From an optimization exercise on the open Yosys and OpenROAD flow, aimed at small area, a short achievable clock period and few clock cycles per item; shortcuts taken in it are not production practice. Function was checked by simulation only, so behaviour that the tests miss may differ from the original.

## delta
## aes_inv_cipher_ctrl
module aes_inv_cipher_ctrl (
  input  logic         clk,
  input  logic         rst,
  input  logic         in_valid,
  output logic         in_ready,
  input  logic [127:0] in_block,
  output logic [3:0]   rk_idx,
  input  logic [127:0] rk_data,
  output logic         out_valid,
  input  logic         out_ready,
  output logic [127:0] out_block,
  output logic         busy
);
Size in the first run: about 4800 cells after synthesis, roughly 470 flip-flops.
Settings: LEC_CHECK=0, CAP_MARGIN=20, CORE_MARGIN=2, CORE_UTILIZATION=78, SLEW_MARGIN=20; clock period 9.0 ns.
standard.sh (not shown) runs the stock make flow with config.mk's settings and CLKGATE_MAP_FILE= SYNTH_SCRIPT=/design/flow/synth_recipe.tcl, a recipe that flattens the netlist after the stock synthesis.
==> flow/flow/run.sh <==
#!/bin/bash
# The standard ORFS layout (standard.sh) with these changes to how the
# layout is made; the constraints (constraint.sdc) are the standard flow's, unchanged:
#  - ports are buffered with buf_2 cells instead of the default buffer;
#  - if the detailed router leaves an antenna violation, the layout is made
#    again at a slightly lower utilisation in orfs_b/ and that one is used.
# Every tool's output goes to the logs under orfs*/logs and to flow_make*.log.
set -euo pipefail
W=$(pwd)
MARGIN=${MARGIN:-5.9}
KNOBS=(SETUP_SLACK_MARGIN=$MARGIN "BUFFER_PORTS_ARGS=-buffer_cell sky130_fd_sc_hd__buf_2")
BASE=results/$FLOW_PLATFORM/aes_inv_cipher_ctrl/base
ANT=reports/$FLOW_PLATFORM/aes_inv_cipher_ctrl/base/drt_antennas.log
bash standard.sh "${KNOBS[@]}" finish > flow_make.log 2>&1
if grep -q VIOLATED "orfs/$ANT"; then
  bash standard.sh WORK_HOME="$W/orfs_b" "${KNOBS[@]}" CORE_UTILIZATION=55 finish > flow_make_b.log 2>&1
  if ! grep -q VIOLATED "orfs_b/$ANT"; then
    : # left out here: write the final layout as DEF
  fi
fi
Testbench counts of delta, summed over its fixed seeds: cycles 8,504, items 768.
Relative to delta, the following input files were edited for harbor:
Settings: CORE_UTILIZATION changed from 78 to 60.
-- flow/flow/run.sh --
<<< delta, line 4
#  - ports are buffered with buf_2 cells instead of the default buffer;
>>> harbor, line 4
#  - synthesis is synth_recipe.tcl unchanged except that ABC maps the logic
#    with flow/abc.script (delay-aware mapping with area recovery) instead of
#    ORFS's abc_speed.script; ABC does not touch the registers;
#  - ports are buffered with buf_4 cells instead of the default buffer;
<<< delta, line 11
KNOBS=(SETUP_SLACK_MARGIN=$MARGIN "BUFFER_PORTS_ARGS=-buffer_cell sky130_fd_sc_hd__buf_2")
>>> harbor, line 14
sed "s|^source \$::env(SCRIPTS_DIR)/synth_preamble.tcl\$|&\nlset abc_args 1 $W/flow/abc.script|" \
  "$FLOW_HOME/scripts/synth.tcl" > "$W/synth_body.tcl"
grep -q "lset abc_args 1" "$W/synth_body.tcl"
sed "s|^source \$::env(SCRIPTS_DIR)/synth.tcl\$|source $W/synth_body.tcl|" synth_recipe.tcl > "$W/own_synth.tcl"
grep -q "synth_body.tcl" "$W/own_synth.tcl"
KNOBS=(SYNTH_SCRIPT="$W/own_synth.tcl" SETUP_SLACK_MARGIN=$MARGIN "BUFFER_PORTS_ARGS=-buffer_cell sky130_fd_sc_hd__buf_4")
==> flow/flow/abc.script (new file) <==
&get -n
&st
&dch
&nf -R 1000
&put
topo
## What came out
Area added between synthesis and finish: harbor vs delta up 6.5 points. From delta to harbor the numbers moved as follows: overall die width +about 15%, register fraction of the total cell area -2.1 points, post-route core utilization -16 points, number of nets in the finished design +484. Compared to delta, harbor has mean routed wirelength per cell 13% lower. delta → harbor: full die area moved up, instance area at placement shows an increase of about 8%. Post-layout worst setup margin: harbor vs delta down 0.011 ns.
Input changes introduced in maple (baseline for comparison: harbor):
-- flow/flow/run.sh --
<<< harbor, line 4
#  - synthesis is synth_recipe.tcl unchanged except that ABC maps the logic
#    with flow/abc.script (delay-aware mapping with area recovery) instead of
#    ORFS's abc_speed.script; ABC does not touch the registers;
>>> maple, line 4
<<< harbor, line 14
sed "s|^source \$::env(SCRIPTS_DIR)/synth_preamble.tcl\$|&\nlset abc_args 1 $W/flow/abc.script|" \
  "$FLOW_HOME/scripts/synth.tcl" > "$W/synth_body.tcl"
grep -q "lset abc_args 1" "$W/synth_body.tcl"
sed "s|^source \$::env(SCRIPTS_DIR)/synth.tcl\$|source $W/synth_body.tcl|" synth_recipe.tcl > "$W/own_synth.tcl"
grep -q "synth_body.tcl" "$W/own_synth.tcl"
KNOBS=(SYNTH_SCRIPT="$W/own_synth.tcl" SETUP_SLACK_MARGIN=$MARGIN "BUFFER_PORTS_ARGS=-buffer_cell sky130_fd_sc_hd__buf_4")
>>> maple, line 11
KNOBS=(SETUP_SLACK_MARGIN=$MARGIN "BUFFER_PORTS_ARGS=-buffer_cell sky130_fd_sc_hd__buf_4")
removed: flow/flow/abc.script
==> results.txt <==
- maple: full flow OK, the timing, design-rule and antenna checks passed
- Between maple and harbor, the number of antenna violations at the first check in global routing is lower for harbor.
- Reported for maple and harbor, post-detailed-route DRC marker count turned out identical to the last digit.
- Compared with harbor, in maple area of the die saw a decrease; first-pass GRT wire length saw a decrease; synthesized cell count saw a decrease; fraction of the yosys area taken by sequential cells saw an increase.
- Relative to harbor, critical path depth increased by 5 in maple.
- A startpoint of the most critical setup path of t_q[56] is what harbor shows, while out_ready belongs to maple.
- Looking at category of the most critical setup path, the register to output pin result is from harbor; the primary input to register one comes from maple.
- | core area | maple vs harbor | better |
- Routed wire in maple totals less than in harbor.

---

aes_inv_cipher_ctrl, a different RTL version from the one above (not shown whole).
Size: roughly 5000 cells after synthesis, about 470 flip-flops, roughly 400 I/O pins.
clock: 9.0 ns
lec_check: 0
cap_margin: 20
core_margin: 2
core_utilization: 40
slew_margin: 20
run.sh (not shown) runs the stock make flow with config.mk's settings and CLKGATE_MAP_FILE= SYNTH_SCRIPT=/design/flow/synth_recipe.tcl, a recipe that flattens the netlist after the stock synthesis.
Stock flow here: none of the scripts above is used.
Testbench counts at the start, summed over its fixed seeds: cycles 8,504, items 768.
Then changed:
Settings changed: CORE_UTILIZATION 40 to 60, SETUP_SLACK_MARGIN set to 5.
Effect: The new run finished clean; count of clock-buffer cells in the layout climbs by 8; area after synthesis does not change; register-to-register slack gets better by 550 ps.

## afterwards: timing with drivers on the ports
No port has a modelled driver above. Below, the same layouts with a new extraction and two added sets of constraints.
Step 1 (the two cells are an assumption about what drives the block):
set clk [get_ports {clk}]
set_driving_cell -lib_cell sky130_fd_sc_hd__clkbuf_16 $clk
set_driving_cell -lib_cell sky130_fd_sc_hd__buf_2 [delete_from_list [all_inputs] $clk]
Step 2 also shifts input and output timing later by t, the mid clock arrival at the registers, as if the neighbouring blocks saw the same clock.
a / b / c = ideal ports / drivers / drivers and shift; a / b = the first two.
run	shift t [ns]	setup WS [ns]	worst hold slack (ns)	worst setup path at the end	cell pins on the clock port's net
delta	0.685	5.859 / 5.804 / 5.212	0.478 / 0.478 / 0.478	input to register	1
harbor	0.686	5.847 / 5.777 / 5.374	0.510 / 0.510 / 0.510	input to register	1
maple	0.680	5.868 / 5.847 / 5.229	0.470 / 0.470 / 0.470	input to register	1
the first run of note 2	0.717	4.042 / 3.968 / 3.355	0.449 / 0.449 / 0.449	input to register	1
the second run of note 2	0.689	5.018 / 4.984 / 4.364	0.504 / 0.504 / 0.504	input to register	1
After both steps setup and hold are still met in every run listed. For the first run of note 2, which loses most, drivers alone change the setup slack by -0.074 ns; drivers and shift together by -0.687 ns.
